This design comes from an exercise in tuning for small area, a short achievable clock period and few clock cycles per item on the open sky130 flow, not from production work. Where RTL was checked, it was by simulation tests only, not by an equivalence proof against the original. Power and IR drop assume default switching activity.

JK:
==> flow/design.v <==
`default_nettype none
package bfa_pkg;
  localparam int ACTION_W     = 2;
  localparam int FIELD_SIZE_W = 16;
  localparam int OWNER_W      = 8;
  localparam int BLOCK_W      = 4;
  localparam int CODE_W       = 2;
  localparam logic [ACTION_W-1:0] ACT_CLEAR = 2'd0;
  localparam logic [ACTION_W-1:0] ACT_LOAD  = 2'd1;
  localparam logic [ACTION_W-1:0] ACT_ALLOC = 2'd2;
  localparam logic [ACTION_W-1:0] ACT_READ  = 2'd3;
  localparam logic [CODE_W-1:0] RES_OK    = 2'd0;
  localparam logic [CODE_W-1:0] RES_NOFIT = 2'd1;
  localparam logic [CODE_W-1:0] RES_BAD   = 2'd2;
endpackage
`default_nettype wire
`default_nettype none
module bfa_cell #(
  parameter int SIZE_BITS = 16
) (
  input  wire logic [SIZE_BITS-1:0] size,
  input  wire logic [SIZE_BITS-1:0] x,
  input  wire logic                 ge,
  output logic                      cmp
);
  logic [SIZE_BITS-1:0] g, l;
  always_comb begin
    for (int i = 0; i < SIZE_BITS; i++) begin
      g[i] = size[i] & ~x[i];
      l[i] = ~size[i] & x[i];
    end
    for (int w = 1; w < SIZE_BITS; w = w * 2) begin
      for (int i = 0; i + w < SIZE_BITS; i = i + 2 * w) begin
        g[i] = g[i + w] | (~l[i + w] & g[i]);
        l[i] = l[i + w] | (~g[i + w] & l[i]);
      end
    end
    cmp = g[0] | (ge & ~l[0]);
  end
endmodule
module bfa_sub #(
  parameter int W = 16
) (
  input  wire logic [W-1:0] a,
  input  wire logic [W-1:0] b,
  output logic [W-1:0]      d
);
  logic [W-1:0] g, p, gg, pp, gn, pn;
  logic [W:0]   c;
  always_comb begin
    for (int i = 0; i < W; i++) begin
      g[i] = a[i] & ~b[i];
      p[i] = a[i] | ~b[i];
    end
    gg = g;
    pp = p;
    for (int s = 1; s < W; s = s * 2) begin
      gn = gg;
      pn = pp;
      for (int i = s; i < W; i++) begin
        gn[i] = gg[i] | (pp[i] & gg[i - s]);
        pn[i] = pp[i] & pp[i - s];
      end
      gg = gn;
      pp = pn;
    end
    c[0] = 1'b1;
    for (int i = 0; i < W; i++) c[i + 1] = gg[i] | pp[i];
    for (int i = 0; i < W; i++) d[i] = a[i] ^ ~b[i] ^ c[i];
  end
endmodule
`default_nettype wire
`default_nettype none
import bfa_pkg::*;
module best_fit_block_allocator (
  input  wire logic        clk,
  input  wire logic        rst_n,
  input  wire logic        in_tvalid,
  output logic             in_tready,
  input  wire logic [31:0] in_tdata,
  output logic             out_tvalid,
  input  wire logic        out_tready,
  output logic [31:0]      out_tdata
);
  localparam int N = 16;
  logic               ir_v;
  logic [29:0]        ir_d;
  logic               rdy_r;
  logic [4:0]         count_r;
  logic [N-1:0]       avail_r;      
  logic [N-1:0][15:0] size_r;
  logic [N-1:0][7:0]  owner_r;
  logic [N-1:0][N-1:0] b_r;
  logic               c_v, c_clr, c_ld, c_al, c_rd;
  logic [1:0]         c_code;
  logic [3:0]         c_id;
  logic [15:0]        c_val;
  logic [7:0]         c_rid;
  logic [N-1:0]       c_ge;
  logic               m_v, m_ld, m_gr, m_rd;
  logic [1:0]         m_code;
  logic [N-1:0]       m_sel;
  logic [15:0]        m_val;
  logic [7:0]         m_rid;
  logic               x_v, x_ld, x_gr, x_rd, x_free;
  logic [1:0]         x_code;
  logic [3:0]         x_id;
  logic [15:0]        x_a, x_b;
  logic [7:0]         x_rid;
  logic               h_v, k_v;     
  logic [30:0]        h_d, k_d;
  logic               go;
  assign go = !k_v;
  logic [1:0]  ir_act;
  logic [15:0] ir_size;
  logic [3:0]  ir_idx;
  assign ir_act  = ir_d[1:0];
  assign ir_size = ir_d[17:2];
  assign ir_idx  = ir_d[29:26];
  logic is_clr, is_ld, is_al, is_rd, full, ld_ok, rd_ok;
  assign is_clr = ir_v && (ir_act == ACT_CLEAR);
  assign is_ld  = ir_v && (ir_act == ACT_LOAD);
  assign is_al  = ir_v && (ir_act == ACT_ALLOC);
  assign is_rd  = ir_v && (ir_act == ACT_READ);
  assign full   = count_r[4];
  assign ld_ok  = is_ld && !full;
  assign rd_ok  = is_rd && ({1'b0, ir_idx} < count_r);
  logic          cmp_ge;
  logic [N-1:0]  cmp;
  logic          cmp_w, cmp_m, cmp_x;
  assign cmp_ge = ir_act[1];
  for (genvar i = 0; i < N; i++) begin : g_cmp
    bfa_cell u_cmp (.size(size_r[i]), .x(ir_size), .ge(cmp_ge), .cmp(cmp[i]));
  end
  bfa_cell u_cmp_w (.size(c_val), .x(ir_size), .ge(cmp_ge), .cmp(cmp_w));
  bfa_cell u_cmp_m (.size(m_val), .x(ir_size), .ge(cmp_ge), .cmp(cmp_m));
  bfa_cell u_cmp_x (.size(x_a),   .x(ir_size), .ge(cmp_ge), .cmp(cmp_x));
  logic [N-1:0] hit_w, hit_m, hit_x, ge;
  for (genvar i = 0; i < N; i++) begin : g_ge
    assign hit_w[i] = c_v && c_ld && (c_id == 4'(i));
    assign hit_m[i] = m_ld && m_sel[i];
    assign hit_x[i] = x_ld && (x_id == 4'(i));
    assign ge[i] = hit_w[i] ? cmp_w : hit_m[i] ? cmp_m : hit_x[i] ? cmp_x : cmp[i];
  end
  logic [N-1:0][N-1:0] beat;        
  for (genvar i = 0; i < N; i++) begin : g_bi
    for (genvar j = 0; j < N; j++) begin : g_bj
      if (i < j)       assign beat[i][j] = b_r[i][j];
      else if (i > j)  assign beat[i][j] = !b_r[j][i];
      else             assign beat[i][j] = 1'b1;
    end
  end
  logic [N-1:0] fits, win, c_dec;
  logic         found;
  assign fits  = avail_r & c_ge;
  assign found = |fits;
  for (genvar i = 0; i < N; i++) begin : g_win
    assign win[i]   = fits[i] && &(~fits | beat[i]);
    assign c_dec[i] = (c_id == 4'(i));
  end
  logic [15:0] mux_size, a_nxt;
  logic [3:0]  m_id;
  logic        m_free, fwd;
  always_comb begin
    mux_size = '0;
    m_id     = '0;
    for (int i = 0; i < N; i++) begin
      mux_size = mux_size | (m_sel[i] ? size_r[i] : 16'd0);
      m_id     = m_id     | (m_sel[i] ? 4'(i)     : 4'd0);
    end
  end
  assign m_free = m_rd && |(m_sel & avail_r);
  assign fwd    = (x_ld || x_gr) && m_sel[x_id];
  logic [15:0] rem;
  logic [7:0]  x_owner;
  bfa_sub u_sub (.a(x_a), .b(x_b), .d(rem));
  always_comb begin
    x_owner = '0;
    for (int i = 0; i < N; i++) begin
      if (x_id == 4'(i)) x_owner = owner_r[i];
    end
  end
  assign a_nxt = fwd ? rem : m_ld ? m_val : mux_size;
  logic [30:0] res;
  assign res = {(x_rd && !x_free) ? x_owner : 8'd0, x_free, rem, x_id, x_code};
  logic push, pop;
  assign push = go && x_v;
  assign pop  = h_v && out_tready;
  always_ff @(posedge clk) begin
    if (!rst_n) begin
      ir_v    <= 1'b0;
      rdy_r   <= 1'b1;
      count_r <= '0;
      avail_r <= '0;
      c_v     <= 1'b0;
      m_v     <= 1'b0;
      x_v     <= 1'b0;
      h_v     <= 1'b0;
      k_v     <= 1'b0;
    end else begin
      if (rdy_r) ir_v <= in_tvalid;
      if (go) begin
        c_v <= ir_v;
        m_v <= c_v;
        x_v <= m_v;
        if (is_clr)     count_r <= '0;
        else if (ld_ok) count_r <= count_r + 5'd1;
        if (c_v && c_clr)      avail_r <= '0;
        else if (c_v && c_ld)  avail_r <= avail_r | c_dec;
        else if (c_v && c_al)  avail_r <= avail_r & ~win;
      end
      if (!k_v) begin
        if (push && h_v && !pop) k_v <= 1'b1;
        else if (push)           h_v <= 1'b1;
        else if (pop)            h_v <= 1'b0;
      end else if (pop) begin
        k_v <= 1'b0;
      end
      rdy_r <= !((rdy_r ? in_tvalid : ir_v) &&
                 (k_v ? !pop : (push && h_v && !pop)));
    end
  end
  always_ff @(posedge clk) begin
    if (rdy_r) ir_d <= in_tdata[29:0];
    if (go) begin
      c_clr  <= is_clr;
      c_ld   <= ld_ok;
      c_al   <= is_al;
      c_rd   <= rd_ok;
      c_code <= ((is_ld && full) || (is_rd && !rd_ok)) ? RES_BAD : RES_OK;
      c_id   <= ld_ok ? count_r[3:0] : ir_idx;
      c_val  <= ir_size;
      c_rid  <= ir_d[25:18];
      c_ge   <= ge;
      m_ld   <= c_v && c_ld;
      m_gr   <= c_v && c_al && found;
      m_rd   <= c_v && c_rd;
      m_code <= (c_al && !found) ? RES_NOFIT : c_code;
      m_sel  <= (c_v && (c_ld || c_rd)) ? c_dec : (c_v && c_al) ? win : '0;
      m_val  <= c_val;
      m_rid  <= c_rid;
      x_ld   <= m_v && m_ld;
      x_gr   <= m_v && m_gr;
      x_rd   <= m_v && m_rd;
      x_free <= m_free;
      x_code <= m_code;
      x_id   <= m_id;
      x_a    <= a_nxt;
      x_b    <= m_gr ? m_val : 16'd0;
      x_rid  <= m_rid;
    end
    if (!k_v) begin
      if (push && h_v && !pop) k_d <= res;
      else if (push)           h_d <= res;
    end else if (pop) begin
      h_d <= k_d;
    end
  end
  for (genvar i = 0; i < N; i++) begin : g_ent
    always_ff @(posedge clk) begin
      if (push && (x_ld || x_gr) && (x_id == 4'(i))) size_r[i] <= rem;
      if (push && x_gr && (x_id == 4'(i))) owner_r[i] <= x_rid;
    end
    for (genvar j = i + 1; j < N; j++) begin : g_b
      always_ff @(posedge clk) begin
        if (go && c_v && c_ld && c_dec[j]) b_r[i][j] <= !c_ge[i];
      end
    end
  end
  assign in_tready  = rdy_r;
  assign out_tvalid = h_v;
  assign out_tdata  = {1'b0, h_d};
endmodule
`default_nettype wire
clock: 7.0 ns
lec_check: 0
cap_margin: 20
core_margin: 2
core_utilization: 40
setup_slack_margin: 3.8
slew_margin: 20
run.sh (not shown) runs the stock make flow with config.mk's settings and CLKGATE_MAP_FILE= SYNTH_SCRIPT=/design/flow/synth_recipe.tcl, a recipe that flattens the netlist after the stock synthesis.
For MS, these inputs were changed with respect to JK:
-- flow/design.v --
<<< JK, line 102
  logic [N-1:0]       m_sel;
  logic [15:0]        m_val;
  logic [7:0]         m_rid;
  logic               x_v, x_ld, x_gr, x_rd, x_free;
  logic [1:0]         x_code;
  logic [3:0]         x_id;
  logic [15:0]        x_a, x_b;
  logic [7:0]         x_rid;
  logic               h_v, k_v;     
  logic [30:0]        h_d, k_d;
>>> MS, line 102
  logic [N-1:0]       m_sel;
  logic [15:0]        m_val;
  logic               x_v, x_ld, x_gr, x_rd, x_free;
  logic [1:0]         x_code;
  logic [3:0]         x_id;
  logic [15:0]        x_a, x_b;
  logic               h_v, k_v;     
  logic [30:0]        h_d, k_d;
<<< JK, line 239
      m_sel  <= (c_v && (c_ld || c_rd)) ? c_dec : (c_v && c_al) ? win : '0;
      m_val  <= c_val;
      m_rid  <= c_rid;
      x_ld   <= m_v && m_ld;
      x_gr   <= m_v && m_gr;
>>> MS, line 237
      m_sel  <= (c_v && (c_ld || c_rd)) ? c_dec : (c_v && c_al) ? win : '0;
      m_val  <= c_val;
      x_ld   <= m_v && m_ld;
      x_gr   <= m_v && m_gr;
<<< JK, line 248
      x_a    <= a_nxt;
      x_b    <= m_gr ? m_val : 16'd0;
      x_rid  <= m_rid;
    end
    if (!k_v) begin
>>> MS, line 245
      x_a    <= a_nxt;
      x_b    <= m_gr ? m_val : 16'd0;
    end
    if (!k_v) begin
<<< JK, line 260
    always_ff @(posedge clk) begin
      if (push && (x_ld || x_gr) && (x_id == 4'(i))) size_r[i] <= rem;
      if (push && x_gr && (x_id == 4'(i))) owner_r[i] <= x_rid;
    end
    for (genvar j = i + 1; j < N; j++) begin : g_b
>>> MS, line 256
    always_ff @(posedge clk) begin
      if (push && (x_ld || x_gr) && (x_id == 4'(i))) size_r[i] <= rem;
      if (go && c_v && c_al && win[i]) owner_r[i] <= c_rid;
    end
    for (genvar j = i + 1; j < N; j++) begin : g_b
[summary]
The flow did not stop early for MS: all stages ran, and the layout cleared the timing, design-rule and antenna checks.
Changes observed in MS relative to JK: critical path depth down 3; number of optimization iterations in the first detailed-route pass flat.
MS against JK: number of buffers created by CTS fell by 1; non-clock buffer count moved up; post-synthesis share of cell area spent on xor and xnor gates did not really move; worst relative slew slack fell 1.0 points.
Total leakage power in MS is 0.00020 uW lower than in JK
MS has number of global-route vias before repair above what JK had.
Area share of fa/ha/maj cells after synthesis, JK and MS: smaller value in JK
Between JK and MS, wire length decreased.
Testbench counts of MS, summed over its fixed seeds: cycles 7,134, items 7,094.
No functional check of the RTL was part of JK.

separate check: timing with driven ports:
Ports are ideal in the flow. The routed layouts listed here were re-timed in OpenROAD. Step 1, drivers: a clkbuf_16 drives clk and a buf_2 each remaining input, both assumed. Step 2 adds t to the input delays and takes it off the output delays; t is the mean of the earliest and latest rising clock arrival at the registers after step 1. Input paths then give back, and output paths get back, about the clock's delay inside the block. Three values: no drivers, after step 1, after step 2; two values: the first two.
| run | t, ns | setup slack, ns | clock arrival spread, ns | slew at the worst register clock pin (ns) | pins driven straight from the clock port |
|---|---|---|---|---|---|
| JK | 0.717 | 3.718 / 3.718 / 3.655 | 0.062 / 0.061 | 0.07 / 0.07 | 1 |
| MS | 0.730 | 3.764 / 3.764 / 3.764 | 0.049 / 0.048 | 0.07 / 0.07 | 1 |
After both steps every run listed still meets setup and hold. For JK, which loses most, drivers alone change the setup slack by 0.000 ns; drivers and shift together by -0.063 ns.
